From an optimization exercise on the open Yosys and OpenROAD flow, aimed at small area and a short achievable clock period; shortcuts taken in it are not production practice.
At most, simulation tests tie the RTL to the original design; equivalence was not proved.
The clock input has no modelled driver; a real chip could not lean on it and would need a root buffer or a full tree.
Power figures rest on the tool's default switching activity, not on a simulated workload.

Setup of run 1:
Design edgeDetector, start of the top module:
module edgeDetector (
    input  logic            iCLK,
    input  logic            iRST,
    input  videoPkg::pixelT iPixel,
    input  logic            iValid,
    input  videoPkg::coordT iX,
    input  videoPkg::coordT iY,
    input  logic            iVertical,
    output videoPkg::pixelT oEdge,
    output logic            oValid
);
==> flow/config.mk <==
export PLATFORM = sky130hd
export DESIGN_NAME = edgeDetector
export DESIGN_NICKNAME = edgeDetector
export VERILOG_FILES = /design/flow/design.v
export SDC_FILE = /design/flow/constraint.sdc
export NUM_CORES = 4
export LEC_CHECK = 0
export CAP_MARGIN = 20
export CORE_MARGIN = 2
export CORE_UTILIZATION = 60
export SLEW_MARGIN = 20
==> flow/constraint.sdc <==
create_clock -name core_clock -period 9.0 [get_ports {iCLK}]
set_input_delay 1.8000 -clock core_clock [delete_from_list [all_inputs] [get_ports {iCLK}]]
set_output_delay 1.8000 -clock core_clock [all_outputs]
set_load 0.01 [all_outputs]
standard.sh (not shown) runs the stock make flow with config.mk's settings and CLKGATE_MAP_FILE= SYNTH_SCRIPT=/design/flow/synth_recipe.tcl, a recipe that flattens the netlist after the stock synthesis.
==> flow/flow/run.sh <==
#!/bin/bash
# standard layout up to CTS; the clock tree is then rebuilt as two levels of
# inverters (flow/clock_tree.tcl); then the standard layout runs on to the end.
set -e
export BUFFER_PORTS_ARGS="-buffer_cell sky130_fd_sc_hd__buf_2"
export SETUP_SLACK_MARGIN=6.6
export CTS_ARGS="-sink_clustering_enable -repair_clock_nets -sink_clustering_size 32 -sink_clustering_max_diameter 120 -dont_use_dummy_load"
bash standard.sh cts > standard_cts.log 2>&1
RES=$PWD/orfs/results/$FLOW_PLATFORM/edgeDetector/base
CTS_ODB=$RES/4_1_cts.odb CLOCK_PORT=iCLK CLOCK_ROOTS=4 \
  CLOCK_ROOT_CELL=sky130_fd_sc_hd__inv_16 CLOCK_LEAF_CELL=sky130_fd_sc_hd__inv_12 \
  openroad -no_init -exit flow/clock_tree.tcl > clock_tree.log 2>&1
rm -f $RES/4_cts.odb
bash standard.sh > standard.log 2>&1
Other scripts of this flow, unchanged in this note and not shown: flow/flow/clock_tree.tcl
Run 1 completed; timing, DRC and antenna clean
## Diff of input files: run 2 against run 1
--- a/flow/flow/run.sh
+++ b/flow/flow/run.sh
@@ -6 +6 @@
-export SETUP_SLACK_MARGIN=6.6
+export SETUP_SLACK_MARGIN=6.45
## What came out
Run 2 and run 1 ended up with roughly the same clock-pin slew on the worst setup and hold paths. On required time at the worst-slack endpoint: run 2 sits below run 1. Weighted congestion at the end of routability-driven global placement ended up 0.020 lower on run 2 than on run 1.
No run of this note included a check of the RTL's function; only the layout flow was run. In every run of this note, the design's own scripts or RTL, not TritonCTS, make the clock network.

---

Setup of ember:
edgeDetector, a different RTL version from the one above (not shown whole).
For scale: about 810 cells after synthesis, ~500 flip-flops, roughly 51 I/O pins, about 17000 um^2 of cells after synthesis.
Settings: LEC_CHECK=0, CAP_MARGIN=20, CORE_MARGIN=2, CORE_UTILIZATION=70, SLEW_MARGIN=20; clock period 9.0 ns.
==> flow/flow/run.sh <==
#!/bin/bash
# standard layout up to CTS; the clock tree is then rebuilt as two levels of
# inverters (flow/clock_tree.tcl); then the standard layout runs on to the end.
set -e
export BUFFER_PORTS_ARGS="-buffer_cell sky130_fd_sc_hd__buf_2"
export SETUP_SLACK_MARGIN=6.55
export CTS_ARGS="-sink_clustering_enable -repair_clock_nets -sink_clustering_size 32 -sink_clustering_max_diameter 120 -dont_use_dummy_load"
bash standard.sh cts > standard_cts.log 2>&1
RES=$PWD/orfs/results/$FLOW_PLATFORM/edgeDetector/base
CTS_ODB=$RES/4_1_cts.odb CLOCK_PORT=iCLK CLOCK_ROOTS=4 \
  CLOCK_ROOT_CELL=sky130_fd_sc_hd__inv_16 CLOCK_LEAF_CELL=sky130_fd_sc_hd__inv_12 \
  openroad -no_init -exit flow/clock_tree.tcl > clock_tree.log 2>&1
rm -f $RES/4_cts.odb
bash standard.sh > standard.log 2>&1
==> flow/flow/clock_tree.tcl <==
# Rebuild the clock tree that CTS made as two levels of inverters:
# the clock port drives NROOT root inverters, each drives the leaf
# inverters of its group, and each leaf inverter drives the registers
# of the cluster that CTS's leaf buffer drove.
set db_file $::env(CTS_ODB)
set nroot $::env(CLOCK_ROOTS)
set root_cell $::env(CLOCK_ROOT_CELL)
set leaf_cell $::env(CLOCK_LEAF_CELL)
read_db $db_file
set db [ord::get_db]
set block [ord::get_db_block]
set port_net [[$block findBTerm $::env(CLOCK_PORT)] getNet]

proc out_net {inst} {
  foreach it [$inst getITerms] {
    if {[$it isOutputSignal]} { return [$it getNet] }
  }
  return ""
}
proc is_buf {inst} {
  string match "sky130_fd_sc_hd__clkbuf_*" [[$inst getMaster] getName]
}

# walk the tree from the port: buffers whose loads include a non-buffer are leaves
set leaves {}
set inner {}
set front [list $port_net]
while {[llength $front]} {
  set next {}
  foreach net $front {
    foreach it [$net getITerms] {
      if {![$it isInputSignal]} continue
      set inst [$it getInst]
      if {![is_buf $inst]} { error "clock net [$net getName] drives [$inst getName]" }
      set on [out_net $inst]
      set leaf 0
      foreach l [$on getITerms] {
        if {[$l isInputSignal] && ![is_buf [$l getInst]]} { set leaf 1 }
      }
      if {$leaf} {
        foreach l [$on getITerms] {
          if {[$l isInputSignal] && [is_buf [$l getInst]]} { error "mixed leaf [$inst getName]" }
        }
        lappend leaves $inst
      } else {
        lappend inner $inst
        lappend next $on
      }
    }
  }
  set front $next
}
puts "leaves [llength $leaves], inner [llength $inner]"

# leaf locations (cell centres)
set pts {}
foreach l $leaves {
  set bb [$l getBBox]
  lappend pts [list [expr {([$bb xMin]+[$bb xMax])/2}] [expr {([$bb yMin]+[$bb yMax])/2}]]
}

# k-means into nroot groups, seeded along the sorted x then y order
set n [llength $leaves]
set order [lsort -integer -indices [lmap p $pts {expr {[lindex $p 0]*3 + [lindex $p 1]}}]]
set cent {}
for {set g 0} {$g < $nroot} {incr g} {
  lappend cent [lindex $pts [lindex $order [expr {int(($g + 0.5) * $n / $nroot)}]]]
}
for {set iter 0} {$iter < 50} {incr iter} {
  set assign {}
  foreach p $pts {
    set best 0; set bd 1e30
    for {set g 0} {$g < $nroot} {incr g} {
      set c [lindex $cent $g]
      set d [expr {abs([lindex $p 0]-[lindex $c 0]) + abs([lindex $p 1]-[lindex $c 1])}]
      if {$d < $bd} { set bd $d; set best $g }
    }
    lappend assign $best
  }
  set newc {}
  for {set g 0} {$g < $nroot} {incr g} {
    set sx 0; set sy 0; set k 0
    foreach p $pts a $assign { if {$a == $g} { incr sx [lindex $p 0]; incr sy [lindex $p 1]; incr k } }
    if {$k} { lappend newc [list [expr {$sx/$k}] [expr {$sy/$k}]] } else { lappend newc [lindex $cent $g] }
  }
  set cent $newc
}

# remove the old inner buffers and their nets
foreach b $inner {
  set on [out_net $b]
  foreach it [$b getITerms] { if {[$it getNet] ne "NULL" && [$it getNet] ne ""} { $it disconnect } }
  odb::dbInst_destroy $b
  if {$on ne $port_net} { odb::dbNet_destroy $on }
}

set rmaster [$db findMaster $root_cell]
set lmaster [$db findMaster $leaf_cell]
set roots {}
for {set g 0} {$g < $nroot} {incr g} {
  set r [odb::dbInst_create $block $rmaster "clkroot_$g"]
  set rn [odb::dbNet_create $block "clkroot_net_$g"]
  $rn setSigType CLOCK
  set c [lindex $cent $g]
  $r setLocation [lindex $c 0] [lindex $c 1]
  $r setPlacementStatus PLACED
  [$r findITerm A] connect $port_net
  [$r findITerm Y] connect $rn
  lappend roots $rn
}
set i 0
foreach l $leaves a $assign {
  set on [out_net $l]
  set bb [$l getBBox]
  set x [$bb xMin]; set y [$bb yMin]
  foreach it [$l getITerms] { if {[$it getNet] ne "NULL" && [$it getNet] ne ""} { $it disconnect } }
  odb::dbInst_destroy $l
  set v [odb::dbInst_create $block $lmaster "clkleaf_$i"]
  $v setLocation $x $y
  $v setPlacementStatus PLACED
  [$v findITerm A] connect [lindex $roots $a]
  [$v findITerm Y] connect $on
  $on setSigType CLOCK
  incr i
}
for {set g 0} {$g < $nroot} {incr g} {
  set k 0; foreach a $assign { if {$a == $g} { incr k } }
  puts "root $g at [lindex $cent $g] drives $k leaves"
}
detailed_placement
check_placement
write_db $db_file
--- input diff ember..willow ---
- CORE_UTILIZATION: 70 -> 60
==> flow/flow/run.sh <==
#!/bin/bash
# standard layout up to CTS; the clock tree is then rebuilt as two levels of
# inverters (flow/clock_tree.tcl); then the standard layout runs on to the end.
# Port buffers: buf_1 on inputs, buf_2 on outputs.
set -e
export PRE_GLOBAL_PLACE_TCL=$PWD/flow/buffer_outputs.tcl
export BUFFER_PORTS_ARGS="-inputs -buffer_cell sky130_fd_sc_hd__buf_1"
export SETUP_SLACK_MARGIN=6.6
export CTS_ARGS="-sink_clustering_enable -repair_clock_nets -sink_clustering_size 32 -sink_clustering_max_diameter 120 -dont_use_dummy_load"
bash standard.sh cts > standard_cts.log 2>&1
RES=$PWD/orfs/results/$FLOW_PLATFORM/edgeDetector/base
CTS_ODB=$RES/4_1_cts.odb CLOCK_PORT=iCLK CLOCK_ROOTS=4 \
  CLOCK_ROOT_CELL=sky130_fd_sc_hd__inv_8 CLOCK_LEAF_CELL=sky130_fd_sc_hd__inv_12 \
  openroad -no_init -exit flow/clock_tree.tcl > clock_tree.log 2>&1
rm -f $RES/4_cts.odb
bash standard.sh > standard.log 2>&1
==> flow/flow/buffer_outputs.tcl (new file) <==
# Sourced before global placement (PRE_GLOBAL_PLACE_TCL): buffer the output
# ports with buf_2; the standard step then buffers the input ports with the
# cell BUFFER_PORTS_ARGS names.
buffer_ports -outputs -buffer_cell sky130_fd_sc_hd__buf_2
Findings:
- Taking ember as the reference, in willow internal power increased by about 2.5% relative to the old numbers; global-route usage decreased by 1.9 points relative to the old numbers; post-route fraction of the period consumed by the critical path decreased by 0.77 points relative to the old numbers; slack of the worst reg-to-reg path increased by 0.07 ns relative to the old numbers; total power after layout increased by 3.0% relative to the old numbers.
The following lists how yarrow was set up differently from willow:
==> flow/flow/run.sh <==
#!/bin/bash
# standard layout up to CTS; the clock tree is then rebuilt as two levels of
# inverters (flow/clock_tree.tcl); then the standard layout runs on to the end.
set -e
export BUFFER_PORTS_ARGS="-buffer_cell sky130_fd_sc_hd__buf_2"
export SETUP_SLACK_MARGIN=6.6
export CTS_ARGS="-sink_clustering_enable -repair_clock_nets -sink_clustering_size 32 -sink_clustering_max_diameter 120 -dont_use_dummy_load"
bash standard.sh cts > standard_cts.log 2>&1
RES=$PWD/orfs/results/$FLOW_PLATFORM/edgeDetector/base
CTS_ODB=$RES/4_1_cts.odb CLOCK_PORT=iCLK CLOCK_ROOTS=4 \
  CLOCK_ROOT_CELL=sky130_fd_sc_hd__inv_16 CLOCK_LEAF_CELL=sky130_fd_sc_hd__inv_12 \
  openroad -no_init -exit flow/clock_tree.tcl > clock_tree.log 2>&1
rm -f $RES/4_cts.odb
bash standard.sh > standard.log 2>&1
removed: flow/flow/buffer_outputs.tcl
Findings:
yarrow | status: complete | timing, DRC, antenna: pass
Taking willow as the reference, in yarrow multi-input logic portion of the cell area down 0.41 points; worst setup slack dropped 0.066 ns; delay of the slowest cell on the worst path increased 0.02 ns; placed instance area picked up an extra 0.62%; portion of total power attributed to combinational logic lost 1.8 points.
Layout overhead on the synthesized area: willow vs yarrow, no meaningful difference
For maximum number of pins on one net before global-route repair, dividing the value from willow by the value from yarrow gives 0.46.
Diff yarrow..willow | worst hold slack | negligible
Required time reported for the critical path endpoint (yarrow over willow): increase, 0.04 ns
Summary of yarrow over willow: wire length closely matched the old numbers, post-CTS setup-driven buffer insertion count -10.
Edits applied to the flow inputs when going from yarrow to violet:
==> flow/flow/run.sh <==
#!/bin/bash
# standard layout; in the CTS step the clock tree is rebuilt as two levels of
# inverters (flow/clock_tree.tcl) before the step's timing repair.
set -e
export BUFFER_PORTS_ARGS="-buffer_cell sky130_fd_sc_hd__buf_2"
export SETUP_SLACK_MARGIN=6.6
export CTS_ARGS="-sink_clustering_enable -repair_clock_nets -sink_clustering_size 32 -sink_clustering_max_diameter 120 -dont_use_dummy_load"
export SKIP_CTS_REPAIR_TIMING=1
export POST_CTS_TCL=$PWD/flow/clock_tree.tcl
export CLOCK_PORT=iCLK CLOCK_ROOTS=4
export CLOCK_ROOT_CELL=sky130_fd_sc_hd__inv_16 CLOCK_LEAF_CELL=sky130_fd_sc_hd__inv_12
bash standard.sh > standard.log 2>&1
diff --git a/flow/flow/clock_tree.tcl b/flow/flow/clock_tree.tcl
--- a/flow/flow/clock_tree.tcl
+++ b/flow/flow/clock_tree.tcl
@@ -1,11 +1,12 @@
-# Rebuild the clock tree that CTS made as two levels of inverters:
+# Sourced by the standard flow's CTS step (POST_CTS_TCL, with the step's
+# own timing repair skipped). Rebuilds the clock tree that CTS made as two
+# levels of inverters:
 # the clock port drives NROOT root inverters, each drives the leaf
 # inverters of its group, and each leaf inverter drives the registers
-# of the cluster that CTS's leaf buffer drove.
-set db_file $::env(CTS_ODB)
+# of the cluster that CTS's leaf buffer drove. Then runs the timing repair
+# and placement legalisation that the CTS step would have run.
 set nroot $::env(CLOCK_ROOTS)
 set root_cell $::env(CLOCK_ROOT_CELL)
 set leaf_cell $::env(CLOCK_LEAF_CELL)
-read_db $db_file
 set db [ord::get_db]
 set block [ord::get_db_block]
@@ -128,5 +129,7 @@
   puts "root $g at [lindex $cent $g] drives $k leaves"
 }
+# the standard flow's post-CTS timing repair, now on this tree
+estimate_parasitics -placement
+repair_timing_helper
 detailed_placement
-check_placement
-write_db $db_file
+check_placement -verbose
Findings:
- violet -> yarrow: worst hold path depth delta 0, exact match
- The power in the clock group on violet is in line with that on yarrow.
- Starting utilization of the core area came out exactly the same in yarrow and violet.
- violet went all the way through synthesis, placement and routing and the layout is clean on timing, DRC and antenna.
## Diff of input files: lagoon against violet
==> flow/flow/run.sh <==
#!/bin/bash
# standard layout up to CTS; the clock tree is then rebuilt as two levels of
# inverters (flow/clock_tree.tcl); then the standard layout runs on to the end.
set -e
export BUFFER_PORTS_ARGS="-buffer_cell sky130_fd_sc_hd__buf_2"
export SETUP_SLACK_MARGIN=6.65
export CTS_ARGS="-sink_clustering_enable -repair_clock_nets -sink_clustering_size 32 -sink_clustering_max_diameter 120 -dont_use_dummy_load"
bash standard.sh cts > standard_cts.log 2>&1
RES=$PWD/orfs/results/$FLOW_PLATFORM/edgeDetector/base
CTS_ODB=$RES/4_1_cts.odb CLOCK_PORT=iCLK CLOCK_ROOTS=4 \
  CLOCK_ROOT_CELL=sky130_fd_sc_hd__inv_16 CLOCK_LEAF_CELL=sky130_fd_sc_hd__inv_12 \
  openroad -no_init -exit flow/clock_tree.tcl > clock_tree.log 2>&1
rm -f $RES/4_cts.odb
bash standard.sh > standard.log 2>&1
diff --git a/flow/flow/clock_tree.tcl b/flow/flow/clock_tree.tcl
--- a/flow/flow/clock_tree.tcl
+++ b/flow/flow/clock_tree.tcl
@@ -1,12 +1,11 @@
-# Sourced by the standard flow's CTS step (POST_CTS_TCL, with the step's
-# own timing repair skipped). Rebuilds the clock tree that CTS made as two
-# levels of inverters:
+# Rebuild the clock tree that CTS made as two levels of inverters:
 # the clock port drives NROOT root inverters, each drives the leaf
 # inverters of its group, and each leaf inverter drives the registers
-# of the cluster that CTS's leaf buffer drove. Then runs the timing repair
-# and placement legalisation that the CTS step would have run.
+# of the cluster that CTS's leaf buffer drove.
+set db_file $::env(CTS_ODB)
 set nroot $::env(CLOCK_ROOTS)
 set root_cell $::env(CLOCK_ROOT_CELL)
 set leaf_cell $::env(CLOCK_LEAF_CELL)
+read_db $db_file
 set db [ord::get_db]
 set block [ord::get_db_block]
@@ -129,7 +128,5 @@
   puts "root $g at [lindex $cent $g] drives $k leaves"
 }
-# the standard flow's post-CTS timing repair, now on this tree
-estimate_parasitics -placement
-repair_timing_helper
 detailed_placement
-check_placement -verbose
+check_placement
+write_db $db_file
==> run notes <==
Going from violet to lagoon, routed via count divided by cell count decreased by 0.52% relative to the old numbers; share of the final layout cell area in multi-input gates increased by 0.19 points relative to the old numbers; filler cell count in the final layout decreased by about 0.5% relative to the old numbers. The final instance area on lagoon is in line with that on violet. Critical path startpoint = uKernel.w2[2]$_DFF_P_: violet; critical path startpoint = uKernel.oEdge[8]$_SDFF_PN0_: lagoon. In terms of final cell utilization of the core, lagoon and violet differ only marginally. Compared to violet, lagoon has fmax about 1.3% higher.
In every run of this note, the design's own scripts or RTL, not TritonCTS, make the clock network.

-- afterwards: timing with drivers on the ports --
The flow's constraints put no driver on any port. The routed layouts listed below were extracted and timed again, unchanged, in two steps. Step 1 sets driving cells, clkbuf_16 on the clock port and buf_2 on the other inputs (assumed; they add their load-dependent delay and slew). Step 2 adds t to the input delays and takes it off the output delays; t is the mean of the earliest and latest rising clock arrival at the registers after step 1. Input paths then give back, and output paths get back, about the clock's delay inside the block. Three values: ideal ports, drivers, drivers and shift; two values: the first two.
run | shift t [ns] | setup WS [ns] | slew at the worst register clock pin (ns) | worst data-port slew with drivers (ns)
run 1 | 0.360 | 6.342 / 6.330 / 6.330 | 0.11 / 0.11 | 0.04
run 2 | 0.356 | 6.480 / 6.373 / 6.471 | 0.12 / 0.12 | 0.04
ember | 0.349 | 6.549 / 6.371 / 6.549 | 0.11 / 0.11 | 0.03
willow | 0.335 | 6.618 / 6.478 / 6.585 | 0.11 / 0.11 | 0.03
yarrow | 0.363 | 6.552 / 6.374 / 6.544 | 0.11 / 0.11 | 0.03
violet | 0.362 | 6.550 / 6.375 / 6.542 | 0.11 / 0.11 | 0.03
lagoon | 0.361 | 6.581 / 6.374 / 6.547 | 0.11 / 0.11 | 0.03
After both steps setup and hold are still met in every run listed. For lagoon, which loses most, drivers alone change the setup slack by -0.207 ns; drivers and shift together by -0.034 ns.
